Source: an optimization exercise on an open RTL-to-GDS flow (aim: small area). Production flows keep margins and buffers that such runs may drop. RTL that was checked went through simulation tests only; none was proved equivalent to the original. No functional check of the RTL was part of run 2. Power figures rest on the tool's default switching activity, not on a simulated workload.

$ cat flow/design.v
`timescale 1ns/1ns
package event_readout_pkg;
    typedef logic [16-1:0]         sample_t;
    typedef logic [2-1:0]        uaddr_t;
    typedef logic [2+1:0]        ram_addr_t;
    typedef logic [2-1:0]          chan_onehot_t;
    typedef logic [3-1:0]             bank_onehot_t;
    typedef logic [$clog2(2)-1:0]  chan_idx_t;
    typedef logic [$clog2(3)-1:0]     bank_idx_t;
    typedef logic [24-1:0]      holdoff_t;
    typedef enum logic [3:0] {
        DATA3   = 4'd0,
        DATA0   = 4'd1,
        DATA1   = 4'd2,
        DATA2   = 4'd3,
        HEADER3 = 4'd4,
        HEADER0 = 4'd5,
        HEADER1 = 4'd6,
        HEADER2 = 4'd7,
        PAUSE   = 4'd8
    } readout_state_t;
    typedef struct packed {
        logic      wr;
        chan_idx_t chan;
        bank_idx_t bank;
        ram_addr_t addr;
        sample_t   data;
    } sample_wr_t;
    typedef struct packed {
        ram_addr_t    addr;
        bank_onehot_t bank_en;
        chan_onehot_t chan_en;
        logic         casdomux_en;
    } ram_rd_t;
    typedef struct packed {
        logic sel_header;
        logic word_ce;
    } out_sel_t;
endpackage
`timescale 1ns/1ns
module rdholdoff_timer
(
    input  logic     clk_i,
    input  logic     rdholdoff_reset,
    input  logic     clk_ce_i,
    input  logic     load_i,
    input  logic     run_i,
    input  event_readout_pkg::holdoff_t rdholdoff_i,
    output logic     done_o
);
    localparam int HB = 24;
    logic [HB:0] count_q;
    always_ff @(posedge clk_i) begin
        if (rdholdoff_reset || !(load_i || run_i)) begin
            count_q <= '0;
        end else if (clk_ce_i) begin
            if (load_i) begin
                count_q <= {1'b0, rdholdoff_i};
            end else if (run_i) begin
                count_q <= count_q - 1'b1;
            end
        end
    end
    assign done_o = count_q[HB];
endmodule
`timescale 1ns/1ns
module event_sample_ram
(
    input  logic       clk_i,
    input  logic       rdholdoff_reset,
    input  event_readout_pkg::sample_wr_t sample_wr_i,
    input  event_readout_pkg::ram_rd_t    rd_i,
    output event_readout_pkg::sample_t    cas_data_o
);
    localparam int DEPTH = 2 ** (2 + 2);
    event_readout_pkg::sample_t bank_out [2][3];
    event_readout_pkg::sample_t cas_sel;
    event_readout_pkg::sample_t cas_q;
    for (genvar c = 0; c < 2; c++) begin : g_chan
        for (genvar b = 0; b < 3; b++) begin : g_bank
            event_readout_pkg::sample_t mem [DEPTH];
            event_readout_pkg::sample_t rd_q;
            always_ff @(posedge clk_i) begin
                if (sample_wr_i.wr && (sample_wr_i.chan == c) && (sample_wr_i.bank == b)) begin
                    mem[sample_wr_i.addr] <= sample_wr_i.data;
                end
                if (rd_i.chan_en[c] && rd_i.bank_en[b]) begin
                    rd_q <= mem[rd_i.addr];
                end
            end
            assign bank_out[c][b] = (rd_i.chan_en[c] && rd_i.bank_en[b]) ? rd_q : '0;
        end
    end
    always_comb begin
        cas_sel = '0;
        for (int c = 0; c < 2; c++) begin
            for (int b = 0; b < 3; b++) begin
                cas_sel = cas_sel | bank_out[c][b];
            end
        end
    end
    always_ff @(posedge clk_i) begin
        if (rdholdoff_reset) begin
            cas_q <= '0;
        end else if (rd_i.casdomux_en) begin
            cas_q <= cas_sel;
        end
    end
    assign cas_data_o = cas_q;
endmodule
`timescale 1ns/1ns
module header_fifo
(
    input  logic    clk_i,
    input  logic    rdholdoff_reset,
    input  logic    push_i,
    input  event_readout_pkg::sample_t word_i,
    input  logic    rd_i,
    output event_readout_pkg::sample_t word_o,
    output logic    available_o
);
    localparam int WORDS    = 4 * 4;
    localparam int PTR_BITS = $clog2(WORDS);
    localparam int CNT_BITS = $clog2(4 + 1);
    event_readout_pkg::sample_t mem [WORDS];
    logic [PTR_BITS:0]   wr_ptr_q;
    logic [PTR_BITS:0]   rd_ptr_q;
    logic [CNT_BITS-1:0] events_q;
    logic                empty;
    logic                full;
    logic                ev_pushed;
    logic                ev_popped;
    assign empty = (wr_ptr_q == rd_ptr_q);
    assign full  = (wr_ptr_q[PTR_BITS] != rd_ptr_q[PTR_BITS])
                   && (wr_ptr_q[PTR_BITS-1:0] == rd_ptr_q[PTR_BITS-1:0]);
    assign ev_pushed = push_i && (&wr_ptr_q[1:0]);
    assign ev_popped = rd_i && (&rd_ptr_q[1:0]);
    always_ff @(posedge clk_i) begin
        if (push_i) mem[wr_ptr_q[PTR_BITS-1:0]] <= word_i;
    end
    always_ff @(posedge clk_i) begin
        if (rdholdoff_reset) begin
            wr_ptr_q <= '0;
            rd_ptr_q <= '0;
            events_q <= '0;
        end else begin
            if (push_i) wr_ptr_q <= wr_ptr_q + 1'b1;
            if (rd_i) rd_ptr_q <= rd_ptr_q + 1'b1;
            if (ev_pushed && !ev_popped) events_q <= events_q + 1'b1;
            else if (ev_popped && !ev_pushed) events_q <= events_q - 1'b1;
        end
    end
    assign word_o      = mem[rd_ptr_q[PTR_BITS-1:0]];
    assign available_o = (events_q != '0);
endmodule
`timescale 1ns/1ns
module event_output_mux
(
    input  logic     clk_i,
    input  logic     rdholdoff_reset,
    input  logic     clk_ce_i,
    input  event_readout_pkg::out_sel_t sel_i,
    input  logic     valid_i,
    input  event_readout_pkg::sample_t  hdr_word_i,
    input  event_readout_pkg::sample_t  cas_data_i,
    output event_readout_pkg::sample_t  ev_data_o,
    output logic     ev_strobe_o
);
    event_readout_pkg::sample_t data_q;
    logic    strobe_q;
    logic    take;
    assign take = clk_ce_i && valid_i && sel_i.word_ce;
    always_ff @(posedge clk_i) begin
        if (rdholdoff_reset) begin
            data_q <= '0;
        end else if (take) begin
            data_q <= sel_i.sel_header ? hdr_word_i : cas_data_i;
        end
    end
    always_ff @(posedge clk_i) begin
        if (rdholdoff_reset) begin
            strobe_q <= 1'b0;
        end else begin
            strobe_q <= take;
        end
    end
    assign ev_data_o   = data_q;
    assign ev_strobe_o = strobe_q;
endmodule
`timescale 1ns/1ns
module event_readout_sm
(
    input  logic     clk_i,
    input  logic     rdholdoff_reset,
    input  logic     clk_ce_i,
    input  logic     data_available_i,
    output logic     header_rd_o,
    output event_readout_pkg::ram_rd_t  rd_o,
    output event_readout_pkg::out_sel_t sel_o,
    output logic     valid_o,
    output logic     complete_o,
    output logic     holdoff_load_o,
    output logic     holdoff_run_o,
    input  logic     holdoff_done_i
);
    localparam int NBANK = 3;
    localparam int NCHAN = 2;
    event_readout_pkg::readout_state_t state_q;
    event_readout_pkg::uaddr_t         uaddr_q;
    event_readout_pkg::bank_onehot_t   bank_q;
    event_readout_pkg::chan_onehot_t   chan_q;
    logic           valid_q;
    logic           readout_complete_q;
    logic hdr_state;
    logic data_state;
    logic start_event;
    logic group_end;
    logic last_word;
    assign hdr_state  = state_q[2] && !state_q[3];
    assign data_state = (state_q[3:2] == 2'b00);
    assign start_event = clk_ce_i && (state_q == event_readout_pkg::HEADER0) && data_available_i;
    assign group_end = clk_ce_i && (state_q == event_readout_pkg::DATA2);
    assign last_word = (state_q == event_readout_pkg::DATA2) && (&uaddr_q)
                       && bank_q[NBANK-1] && chan_q[NCHAN-1];
    always_ff @(posedge clk_i) begin
        if (rdholdoff_reset) begin
            state_q <= event_readout_pkg::HEADER0;
        end else if (clk_ce_i) begin
            case (state_q)
                event_readout_pkg::HEADER0: if (valid_q) state_q <= event_readout_pkg::HEADER1;
                event_readout_pkg::HEADER1: state_q <= event_readout_pkg::HEADER2;
                event_readout_pkg::HEADER2: state_q <= event_readout_pkg::HEADER3;
                event_readout_pkg::HEADER3: state_q <= event_readout_pkg::DATA0;
                event_readout_pkg::DATA0:   state_q <= event_readout_pkg::DATA1;
                event_readout_pkg::DATA1:   state_q <= event_readout_pkg::DATA2;
                event_readout_pkg::DATA2:   state_q <= event_readout_pkg::DATA3;
                event_readout_pkg::DATA3: begin
                    if (readout_complete_q) state_q <= event_readout_pkg::PAUSE;
                    else state_q <= event_readout_pkg::DATA0;
                end
                event_readout_pkg::PAUSE:   if (holdoff_done_i) state_q <= event_readout_pkg::HEADER0;
                default: state_q <= event_readout_pkg::HEADER0;
            endcase
        end
    end
    always_ff @(posedge clk_i) begin
        if (rdholdoff_reset) begin
            valid_q <= 1'b0;
        end else if (start_event) begin
            valid_q <= 1'b1;
        end else if (clk_ce_i && (state_q == event_readout_pkg::PAUSE)) begin
            valid_q <= 1'b0;
        end
    end
    always_ff @(posedge clk_i) begin
        if (rdholdoff_reset) begin
            uaddr_q <= '0;
            bank_q  <= '0;
            chan_q  <= '0;
        end else if (start_event) begin
            uaddr_q <= '0;
            bank_q  <= event_readout_pkg::bank_onehot_t'(1);
            chan_q  <= event_readout_pkg::chan_onehot_t'(1);
        end else if (group_end) begin
            uaddr_q <= uaddr_q + 1'b1;
            if (&uaddr_q) begin
                bank_q <= {bank_q[NBANK-2:0], bank_q[NBANK-1]};
            end
            if ((&uaddr_q) && bank_q[NBANK-1]) begin
                chan_q <= {chan_q[NCHAN-2:0], chan_q[NCHAN-1]};
            end
        end
    end
    always_ff @(posedge clk_i) begin
        if (rdholdoff_reset) begin
            readout_complete_q <= 1'b0;
        end else if (clk_ce_i) begin
            if (state_q == event_readout_pkg::HEADER0) readout_complete_q <= 1'b0;
            else if (last_word) readout_complete_q <= 1'b1;
        end
    end
    assign rd_o.addr    = {uaddr_q, state_q[1:0]};
    assign rd_o.bank_en = bank_q;
    assign rd_o.chan_en = chan_q;
    assign rd_o.casdomux_en = clk_ce_i && ((state_q == event_readout_pkg::HEADER3) || data_state);
    assign sel_o.sel_header = hdr_state;
    assign sel_o.word_ce    = (state_q != event_readout_pkg::PAUSE);
    assign header_rd_o = clk_ce_i && valid_q && hdr_state;
    assign valid_o     = valid_q;
    assign complete_o  = clk_ce_i && readout_complete_q && (state_q == event_readout_pkg::DATA3);
    assign holdoff_load_o = readout_complete_q && (state_q == event_readout_pkg::DATA3);
    assign holdoff_run_o  = (state_q == event_readout_pkg::PAUSE);
endmodule
`timescale 1ns/1ns
module event_readout_top
(
    input  logic       clk_i,
    input  logic       rdholdoff_reset,
    input  logic       clk_ce_i,
    input  event_readout_pkg::holdoff_t   rdholdoff_i,
    input  event_readout_pkg::sample_wr_t sample_wr_i,
    input  logic       hdr_push_i,
    input  event_readout_pkg::sample_t    hdr_word_i,
    output event_readout_pkg::sample_t    ev_data_o,
    output logic       ev_strobe_o,
    output logic       ev_valid_o,
    output logic       complete_o
);
    logic     data_available;
    logic     header_rd;
    event_readout_pkg::ram_rd_t  rd;
    event_readout_pkg::out_sel_t sel;
    logic     valid;
    logic     holdoff_load;
    logic     holdoff_run;
    logic     holdoff_done;
    event_readout_pkg::sample_t  hdr_word;
    event_readout_pkg::sample_t  cas_data;
    event_readout_sm u_sm (
        .clk_i            (clk_i),
        .rdholdoff_reset  (rdholdoff_reset),
        .clk_ce_i         (clk_ce_i),
        .data_available_i (data_available),
        .header_rd_o      (header_rd),
        .rd_o             (rd),
        .sel_o            (sel),
        .valid_o          (valid),
        .complete_o       (complete_o),
        .holdoff_load_o   (holdoff_load),
        .holdoff_run_o    (holdoff_run),
        .holdoff_done_i   (holdoff_done)
    );
    rdholdoff_timer u_holdoff (
        .clk_i           (clk_i),
        .rdholdoff_reset (rdholdoff_reset),
        .clk_ce_i        (clk_ce_i),
        .load_i          (holdoff_load),
        .run_i           (holdoff_run),
        .rdholdoff_i     (rdholdoff_i),
        .done_o          (holdoff_done)
    );
    event_sample_ram u_ram (
        .clk_i           (clk_i),
        .rdholdoff_reset (rdholdoff_reset),
        .sample_wr_i     (sample_wr_i),
        .rd_i            (rd),
        .cas_data_o      (cas_data)
    );
    header_fifo u_hdr (
        .clk_i           (clk_i),
        .rdholdoff_reset (rdholdoff_reset),
        .push_i          (hdr_push_i),
        .word_i          (hdr_word_i),
        .rd_i            (header_rd),
        .word_o          (hdr_word),
        .available_o     (data_available)
    );
    event_output_mux u_out (
        .clk_i           (clk_i),
        .rdholdoff_reset (rdholdoff_reset),
        .clk_ce_i        (clk_ce_i),
        .sel_i           (sel),
        .valid_i         (valid),
        .hdr_word_i      (hdr_word),
        .cas_data_i      (cas_data),
        .ev_data_o       (ev_data_o),
        .ev_strobe_o     (ev_strobe_o)
    );
    assign ev_valid_o = valid;
endmodule
`timescale 1ns/1ns
module event_readout
(
    input  logic        clk_i,
    input  logic        rdholdoff_reset,
    input  logic        clk_ce_i,
    input  logic [23:0] rdholdoff_i,
    input  logic        sample_wr_en_i,
    input  logic        sample_wr_chan_i,
    input  logic [1:0]  sample_wr_bank_i,
    input  logic [3:0]  sample_wr_addr_i,
    input  logic [15:0] sample_wr_data_i,
    input  logic        hdr_push_i,
    input  logic [15:0] hdr_word_i,
    output logic [15:0] ev_data_o,
    output logic        ev_strobe_o,
    output logic        ev_valid_o,
    output logic        complete_o
);
    event_readout_pkg::sample_wr_t sample_wr;
    assign sample_wr.wr   = sample_wr_en_i;
    assign sample_wr.chan = sample_wr_chan_i;
    assign sample_wr.bank = sample_wr_bank_i;
    assign sample_wr.addr = sample_wr_addr_i;
    assign sample_wr.data = sample_wr_data_i;
    event_readout_top u_top (
        .clk_i           (clk_i),
        .rdholdoff_reset (rdholdoff_reset),
        .clk_ce_i        (clk_ce_i),
        .rdholdoff_i     (rdholdoff_i),
        .sample_wr_i     (sample_wr),
        .hdr_push_i      (hdr_push_i),
        .hdr_word_i      (hdr_word_i),
        .ev_data_o       (ev_data_o),
        .ev_strobe_o     (ev_strobe_o),
        .ev_valid_o      (ev_valid_o),
        .complete_o      (complete_o)
    );
endmodule
$ cat flow/run.sh
#!/bin/bash
# synth_recipe.tcl (not shown) runs the flow's synth.tcl, then flattens the netlist and writes it again
# the make line also repeats each setting of config.mk as NAME=value (left out here)
make -C /OpenROAD-flow-scripts/flow DESIGN_CONFIG=/design/flow/config.mk WORK_HOME=/design/flow/orfs CLKGATE_MAP_FILE= SYNTH_SCRIPT=/design/flow/synth_recipe.tcl finish
$ cat flow/config.mk
export PLATFORM = sky130hd
export DESIGN_NAME = event_readout
export DESIGN_NICKNAME = event_readout
export VERILOG_FILES = /design/flow/design.v
export SDC_FILE = /design/flow/constraint.sdc
export NUM_CORES = 4
export LEC_CHECK = 0
export CAP_MARGIN = 20
export CORE_MARGIN = 2
export CORE_UTILIZATION = 45
export SLEW_MARGIN = 20
$ cat flow/constraint.sdc
create_clock -name core_clock -period 6.0 [get_ports {clk_i}]
set_input_delay 1.2000 -clock core_clock [delete_from_list [all_inputs] [get_ports {clk_i}]]
set_output_delay 1.2000 -clock core_clock [all_outputs]
set_load 0.01 [all_outputs]
==> run_results.csv, run 1 <==
group,metric,value,unit
synth,yosysMostFrequentCell,"edfxtp_1",
sta,finClkSkew,29.4,ps
clocking,clk_pin_slew,60,ps
synth,yosys_warnings,6,
setup_path,end_kind,"output port",
sta,finalSetupViolCount,0,
detailed_routing,via_per_inst,5.88,
status,outcome,"no timing/DRC/antenna violations",
floorplan,die_y,413,um
sta,max_freq,226,MHz
setup_path,startpoint_type,"primary input",
synth,synth_xor_area_frac,0.00117,
synth,netlist_top_cells_count,"edfxtp_1 (1888), mux4_2 (512), nor2_1 (132)",
sta,finalSetupTns,0,ps
synth,synth_top_area_share,0.754,
setup_path,path_cells,"clkdlybuf4s50_1, nor2b_1, nand2_1, inv_1, clkdlybuf4s50_1",
detailed_routing,routed_wl,178000,um
pwr,irDropWorstVdd,0.341,mV
detailed_routing,drc,0,
floorplan,die-width,413,um
detailed_routing,wl_per_cell,29.7,um
synth,muxShareOfSynthArea,0.163,
synth,avgSynthCellArea,22.2,um2
floorplan,ios,87,
synth,synth-simple-area-share,0.0222,
floorplan,die_area,170000,um2
sta,fin_crit,4420,ps
clocking,postCtsHoldBufs,0,
setup_path,cp.required,4800,ps
global_routing,antenna_found_initial,5,
detailed_routing,first_pass_iters,5,
clocking,clock_path_buffers,3,
global_routing,first_global_vias,35500,
synth,syn_nets,3458,
synth,synth-edff-count,1888,
clocking,cts_setup_buffers,0,
synth,synth-main-ff-cell,"edfxtp_1",
synth,synthAdderAreaFrac,0.00160,
global_routing,overflow,0,
setup_path,cp_top_family,"buffers and inverters",
setup_path,crit_top_cell,"clkdlybuf4s50_1",
detailed_routing,ant_nets,0,
detailed_routing,drtIter0Drc,4179,
global_routing,grt_max_degree,133,
setup_path,crit_buf_inv,3,
synth,async_reset_ff_frac,0,
layout,syn_to_final_growth,13.6,%
setup_path,arrival,3220,ps
sta,finalHoldViolCount,0,
layout,drive_gt1_frac,0.265,
clocking,clkLatencyLatePin,820,ps
synth,ys_types,67,
global_routing,grt_usage,0.210,
setup_path,cp_slowest_cell,"clkdlybuf4s50_1",
floorplan,num_rows,150,
clocking,h-tree-depth,4,
placement,dp_hpwl,101000,um
floorplan,coreArea,166000,um2
sta,tightest_slew,1100,ps
clocking,cts_resized,0,
clocking,cts_tree,"done",
clocking,cts.sinks,1974,
hold_path,min_path_type,"reg -> reg",
detailed_routing,vias,35100,
setup_path,cp_max_fo,16,
synth,synth_compound_area_frac,0.0240,
synth,synth.area.top_cells,"edfxtp_1 (75%), mux4_2 (15%), dfxtp_1 (2.3%)",
synth,synth-seq-cells,1974,
sta,relSlewSlack,0.265,
job,max_cap_viol_count,0,
placement,gp_congestion,0.783,
setup_path,critPathMaxStageDelay,830,ps
sta,finalMaxSlewViolations,0,
synth,syn_area,75200,um2
clocking,cts_root_buf,"clkbuf_16",
clocking,numCtsBuffers,197,
global_routing,grt_pass1_wl,256000,um
sta,rsz0062_at_grt,"false",
placement,dp_slack,1600,ps
synth,synth_seq_area_share,0.777,
setup_path,critPathKind,"in -> out",
synth,synth_top_family_by_area,"multiplexers",
pwr,p_leak,0.0262,uW
synth,synth_top_cell_by_area,"edfxtp_1",
synth,synthCells,3381,
layout,fin_nets,3688,
floorplan,initial_core_util,0.452,
sta,timing.final.crit_share,0.736,
pwr,pwr_density_cell,331,nW/um2
sta,setup_slack,1580,ps
placement,io_buffers,86,
==> routing by layer <==
metal / up-vias / wire length (um) / global-route usage / share of wire
met5: - / 35 / 0 / 0.00020
met4: 6 / 3040 / 0.0489 / 0.017
met1: 18800 / 76700 / 0.304 / 0.43
li1: 14800 / - / - / -
met2: 1254 / 86500 / 0.336 / 0.49
met3: 203 / 11300 / 0.0363 / 0.064
==> layout make-up <==
cell class              instances  area, um2
fillers                     12900      81100
well taps                    2204       2760
inverters                      17       63.8
clock buffers                 258       5270
repair buffers                216       1990
clock inverters               101        806
diodes                          2       5.00
flip-flops and latches       1974      58400
multi-input cells            1205      16100
==> state kept, by name, summed over array words and instances, names as in the netlist, named ones only <==
register / count
u_top.u_sm.readout_complete_q: 1
u_top.u_hdr.events_q: 3
u_top.u_out.data_q: 16
u_top.u_ram.g_chan.g_bank.rd_q: 96
u_top.u_ram.g_chan.g_bank.mem: 1536
u_top.u_sm.bank_q: 3
u_top.u_sm.state_q: 4
u_top.u_sm.chan_q: 2
u_top.u_ram.cas_q: 16
u_top.u_hdr.wr_ptr_q: 4
u_top.u_holdoff.count_q: 25
u_top.u_out.strobe_q: 1
u_top.u_hdr.mem: 256
u_top.u_sm.uaddr_q: 2
u_top.u_sm.valid_q: 1
u_top.u_hdr.rd_ptr_q: 4
==> worst min-delay path, delay by kind of cell (launching register included) <==
family	cells	cell delay, ps
flip-flops	1	320
AO/OA/AOI/OAI	2	120
==> worst paths after layout <==
| check | start | to | slack, ps | cells past startpoint |
|---|---|---|---|---|
| setup / recovery | clk_ce_i | complete_o | 1580 | 5 |
| setup reg to reg | u_top.u_sm.state_q[0]$_SDFFE_PP1P_ | u_top.u_ram.g_chan[1].g_bank[1].rd_q[15]$_DFFE_PP_ | 2530 | 4 |
| hold / removal | u_top.u_holdoff.count_q[24]$_SDFFE_PP0P_ | u_top.u_holdoff.count_q[24]$_SDFFE_PP0P_ | 490 | 2 |
| hold reg to reg | u_top.u_holdoff.count_q[24]$_SDFFE_PP0P_ | u_top.u_holdoff.count_q[24]$_SDFFE_PP0P_ | 490 | 2 |
==> cells in the final DEF (no fill, tap or decap), drive strengths merged, types with 10 or more instances in the layout <==
cell	Yosys	layout
inv	17	22
nor2	133	133
or4	10	10
a221oi	19	19
dfxtp	86	86
mux2i	72	72
nor3	13	13
a22oi	52	52
a31oi	43	43
edfxtp	1888	1888
mux4	512	512
clkinv	0	85
nand3	38	38
clkbuf	123	258
a22o	17	17
clkdlybuf4s50	0	70
nand2	43	43
nor2b	13	13
a21oi	43	43
o21ai	56	56
buf	62	146
and2	20	20
==> through the flow <==
step / instances / hold WS [ps] / power (uW) / area [um2] / utilization
after floorplan: 3381 / 452 / 16400 / 75200 / -
after global placement: 5611 / 470 / 17000 / 79200 / 0.476
after detailed placement: 5611 / 471 / 17000 / 79200 / 0.476
after CTS: 5970 / 483 / 28500 / 85300 / 0.512
after global routing: 5975 / 509 / 29100 / 85400 / 0.513
final: 5977 / 487 / 28300 / 85400 / 0.513
==> logic make-up (layout without fill, tap and decap cells) <==
logic type / after synthesis / after routing
xor gates and xnor gates: 10 / 10
AOI/OAI and AO/OA: 270 / 270
adders and majority gates: 9 / 9
DFF: 1974 / 1974
muxes: 585 / 585
and+or+nand+nor: 331 / 331
buffers and inverters: 202 / 592
other: 0 / 2
==> where the power goes <==
part	switching [uW]	internal (uW)
Clock	5110	6490
Combinational	782	648
Sequential	59.1	15200
Total	5950	22300
==> run 2, diff against run 1 <==
==> flow/design.v (replaced) <==
`timescale 1ns/1ns
module event_readout
(
    input  logic        clk_i,
    input  logic        rdholdoff_reset,
    input  logic        clk_ce_i,
    input  logic [23:0] rdholdoff_i,
    input  logic        sample_wr_en_i,
    input  logic        sample_wr_chan_i,
    input  logic [1:0]  sample_wr_bank_i,
    input  logic [3:0]  sample_wr_addr_i,
    input  logic [15:0] sample_wr_data_i,
    input  logic        hdr_push_i,
    input  logic [15:0] hdr_word_i,
    output logic [15:0] ev_data_o,
    output logic        ev_strobe_o,
    output logic        ev_valid_o,
    output logic        complete_o
);
    logic        valid_q;      
    logic        pause_q;      
    logic        strobe_q;
    logic [6:0]  p_q;          
    logic [24:0] cnt_q;        
    logic [4:0]  wp_q;         
    logic [2:0]  ep_q;         
    logic active, idle, avail, start, cap, last;
    assign active = valid_q & ~pause_q;
    assign idle   = ~valid_q & ~pause_q;
    assign avail  = (wp_q[4:2] != ep_q);
    assign start  = clk_ce_i & idle & avail;
    assign cap    = clk_ce_i & active;
    assign last   = (p_q == 7'd95);
    always_ff @(posedge clk_i) begin
        if (rdholdoff_reset) begin
            valid_q  <= 1'b0;
            pause_q  <= 1'b0;
            strobe_q <= 1'b0;
            wp_q     <= '0;
            ep_q     <= '0;
        end else begin
            strobe_q <= cap;
            if (hdr_push_i) wp_q <= wp_q + 1'b1;
            if (start) valid_q <= 1'b1;
            if (cap && last) begin
                pause_q <= 1'b1;
                ep_q    <= ep_q + 1'b1;
            end
            if (clk_ce_i && pause_q) begin
                valid_q <= 1'b0;
                if (cnt_q[24]) pause_q <= 1'b0;
            end
        end
    end
    always_ff @(posedge clk_i) begin
        if (start) p_q <= 7'd124;
        else if (cap) p_q <= p_q + 1'b1;
    end
    always_ff @(posedge clk_i) begin
        if (cap && last) cnt_q <= {1'b0, rdholdoff_i};
        else cnt_q <= cnt_q - clk_ce_i;
    end
    assign ev_valid_o  = valid_q;
    assign ev_strobe_o = strobe_q;
    assign complete_o  = cap & last;
    logic [15:0] smem [96];
    logic [15:0] hmem [16];
    logic [6:0] waddr;
    assign waddr = sample_wr_chan_i ? (7'd48 + {sample_wr_bank_i, sample_wr_addr_i})
                                    : {1'b0, sample_wr_bank_i, sample_wr_addr_i};
    always_ff @(posedge clk_i) begin
        for (int i = 0; i < 96; i++) begin
            if (sample_wr_en_i && (sample_wr_bank_i != 2'd3) && (waddr == 7'(i)))
                smem[i] <= sample_wr_data_i;
        end
        for (int i = 0; i < 16; i++) begin
            if (hdr_push_i && (wp_q[3:0] == 4'(i)))
                hmem[i] <= hdr_word_i;
        end
    end
    logic [15:0] rd_word;
    logic [15:0] data_q;
    always_comb begin
        rd_word = '0;
        for (int i = 0; i < 96; i++) begin
            if (p_q == 7'(i)) rd_word = rd_word | smem[i];
        end
        for (int i = 0; i < 16; i++) begin
            if (p_q[6:2] == 5'b11111 && p_q[1:0] == 2'(i % 4) && ep_q[1:0] == 2'(i / 4))
                rd_word = rd_word | hmem[i];
        end
    end
    always_ff @(posedge clk_i) data_q <= rd_word;
    assign ev_data_o = data_q;
endmodule
==> run_results.csv, run 2 <==
group,metric,value,unit
synth,synth_seq_area_share,0.798,
sta,max_freq,197,MHz
floorplan,die_y,395,um
sta,tightest_slew,1320,ps
synth,netlist_top_cells_count,"edfxtp_1 (1792), a22oi_1 (599), and3_1 (201), nor2_1 (201), clkbuf_1 (184)",
clocking,clock_path_buffers,3,
synth,synth_top_cell_by_area,"edfxtp_1",
synth,synth.area.top_cells,"edfxtp_1 (78%), a22oi_1 (6.5%), and3_1 (1.8%)",
sta,finalSetupViolCount,0,
detailed_routing,first_pass_iters,7,
synth,syn_area,68900,um2
floorplan,die_area,156000,um2
layout,layout_commonest_cell,"edfxtp_1",
layout,largest_reg_flops,1536,
setup_path,critPathMaxStageDelay,930,ps
global_routing,first_global_vias,44700,
layout,post-route-util,0.536,
layout,largest_register,"smem",
synth,ys_types,72,
global_routing,grt_pass1_wl,472000,um
floorplan,initial_core_util,0.453,
detailed_routing,wl_per_cell,56.2,um
global_routing,antenna_found_initial,57,
synth,yosysMostFrequentCell,"edfxtp_1",
layout,fin_nets,4537,
clocking,numCtsBuffers,192,
setup_path,crit_top_cell,"or4_1",
setup_path,end_kind,"flip-flop",
floorplan,coreArea,152000,um2
sta,rsz0062_at_grt,"false",
detailed_routing,drtIter0Drc,11900,
setup_path,crit_cells,9,
floorplan,num_rows,143,
synth,synth-edff-count,1792,
clocking,cts_setup_buffers,0,
setup_path,cp_max_fo,10,
layout,top_regs,"smem x1536, hmem x256, cnt_q x25",
clocking,h-tree-depth,4,
sta,finClkSkew,57.2,ps
setup_path,r2r-start,"p_q[0]$_SDFFE_PP0P_",
pwr,p_leak,0.0266,uW
synth,synthCells,4011,
setup_path,cp.required,6700,ps
sta,timing.final.crit_share,0.848,
detailed_routing,ant_nets,0,
synth,syn_nets,4095,
clocking,postCtsHoldBufs,0,
layout,fin_area,81500,um2
job,max_cap_viol_count,0,
placement,dp_hpwl,248000,um
global_routing,overflow,0,
pwr,irDropWorstVdd,0.328,mV
setup_path,crit_start,"p_q[0]$_SDFFE_PP0P_",
global_routing,grt_usage,0.474,
clocking,clkLatencyLatePin,860,ps
synth,synth-seq-cells,1851,
placement,place_area,75100,um2
detailed_routing,drc,0,
setup_path,startpoint_type,"flip-flop",
synth,yosys_warnings,3,
setup_path,crit_buf_inv,2,
setup_path,path_cells,"inv_1, ha_1, and4b_1, and2_1, buf_4, a22oi_1, nand4_1, or4_1, or4_1",
setup_path,arrival,5780,ps
detailed_routing,routed_wl,375000,um
setup_path,critPathKind,"reg -> reg",
sta,finalMaxSlewViolations,0,
setup_path,reg2reg_depth,9,
sta,finalSetupTns,0,ps
synth,avgSynthCellArea,17.2,um2
synth,synth-main-ff-cell,"edfxtp_1",
synth,async_reset_ff_frac,0,
layout,drive_gt1_frac,0.195,
pwr,finalPower,31000,uW
pwr,pwr_density_cell,380,nW/um2
clocking,cts_tree,"done",
global_routing,grt_max_degree,67,
layout,mostFrequentLayoutCells,"edfxtp_1 (1792), a22oi_1 (599), buf_4 (375)",
placement,io_buffers,86,
floorplan,die-width,395,um
sta,relSlewSlack,0.120,
status,outcome,"no timing/DRC/antenna violations",
clocking,cts_root_buf,"clkbuf_16",
setup_path,endpoint,"data_q[3]$_DFF_P_",
layout,syn_to_final_growth,18.3,%
detailed_routing,vias,50100,
hold_path,min_path_type,"reg -> reg",
setup_path,worstReg2RegEnd,"data_q[3]$_DFF_P_",
floorplan,ios,87,
clocking,cts_resized,0,
setup_path,cp_top_family,"simple AND/OR/NAND/NOR gates",
synth,synth_top_area_share,0.781,
sta,fin_crit,5090,ps
clocking,clk_pin_slew,60,ps
detailed_routing,via_per_inst,7.51,
setup_path,cp_slowest_cell,"nand4_1",
sta,finalHoldViolCount,0,
setup_path,r2r_slack,910,ps
placement,gp_congestion,1.07,
clocking,cts.sinks,1851,
run 2: cell types whose count changed after synthesis, moves of 35 or more:
cell / change
a22oi_1: +547
mux2i_1: -60
edfxtp_1: -96
nor2_1: +69
nand2_1: +68
nand3_1: +70
a31oi_1: -38
and3_1: +192
nand4_1: +125
mux4_2: -512
a2111oi_0: +63
nor4_1: +35
clkbuf_1: +61
a22o_1: +41
run 2: how the worst min path moves through the flow:
stage / endpoint / cells after the start / from / slack [ps]
2_1_floorplan: cnt_q[7]$_DFF_P_ / 2 / cnt_q[7]$_DFF_P_ / 450
3_3_place_gp: cnt_q[7]$_DFF_P_ / 2 / cnt_q[7]$_DFF_P_ / 460
3_5_place_dp: cnt_q[7]$_DFF_P_ / 2 / cnt_q[7]$_DFF_P_ / 470
4_1_cts: cnt_q[7]$_DFF_P_ / 2 / cnt_q[7]$_DFF_P_ / 480
5_1_grt: cnt_q[7]$_DFF_P_ / 2 / cnt_q[7]$_DFF_P_ / 510
6_report: cnt_q[7]$_DFF_P_ / 2 / cnt_q[7]$_DFF_P_ / 480
run 2: area by class of cell:
type / instances / area, um2
multi-input cells: 1914 / 13600
clock buffers: 241 / 5100
diodes: 29 / 72.6
well taps: 2030 / 2540
fillers: 12100 / 70400
clock inverters: 110 / 1100
inverters: 23 / 86.3
repair buffers: 471 / 3970
flip-flops and latches: 1851 / 55000
run 2: worst min-delay path, cell delays in order, from the launching register on:
cell and delay [ps]:
dfxtp_1 300, o41ai_1 60, a31oi_1 80
run 2: metal layers:
layer | GRT usage | up-vias | part of all wire
li1 | - | 17600 | -
met1 | 0.590 | 25500 | 0.33
met2 | 0.637 | 5659 | 0.40
met3 | 0.234 | 1353 | 0.18
met4 | 0.341 | 45 | 0.092
met5 | 0 | - | 0.0013
run 2: where the power goes:
group	internal, uW	switching (uW)
registers	14400	287
clock network	6620	5340
logic	1080	3270
run 2: cells by family after synthesis:
| family | Yosys count | share of synthesized area |
|---|---|---|
| compound gates | 866 | 0.0979 |
| flops | 1851 | 0.798 |
| simple gates | 979 | 0.0783 |
| fa+ha+maj | 16 | 0.00291 |
| buf+inv | 246 | 0.0152 |
| mux | 19 | 0.00294 |
| xor+xnor | 34 | 0.00432 |
run 2: metrics by stage:
| stage | cells | hold WS (ps) | setup slack, ps |
|---|---|---|---|
| after floorplan | 4011 | 453 | 2480 |
| after global placement | 6279 | 465 | 926 |
| after detailed placement | 6284 | 472 | 1120 |
| after CTS | 6635 | 485 | 1250 |
| after global routing | 6641 | 510 | 1070 |
| final | 6669 | 481 | 913 |

==> port drivers added, routing unchanged <==
The results above use ideal ports. As a check the final layouts listed here were re-extracted and re-timed, cells and wires unchanged.
Step 1 (the two cells are an assumption about what drives the block):
set clk [get_ports {clk_i}]
set_driving_cell -lib_cell sky130_fd_sc_hd__clkbuf_16 $clk
set_driving_cell -lib_cell sky130_fd_sc_hd__buf_2 [delete_from_list [all_inputs] $clk]
Step 2 moves the port delays by t, midway between the first and last clock arrival at a register: inputs arrive t later, outputs are due t later. That takes back most of the time a late clock gives input paths.
Three values: ideal ports, drivers, drivers and shift; two values: the first two.
run | t (ns) | slack for setup (ns) | worst setup path after step 2 | worst register clock-pin slew, ns | pins driven straight from the clock port
run 1 | 0.883 | 1.583 / 1.548 / 1.548 | input to output | 0.07 / 0.07 | 1
run 2 | 0.922 | 0.913 / 0.913 / 0.913 | register to register | 0.07 / 0.07 | 1
After both steps every run listed still meets setup and hold. The setup slack of run 1, which loses most, moves by -0.035 ns with the drivers and by -0.035 ns with both steps.
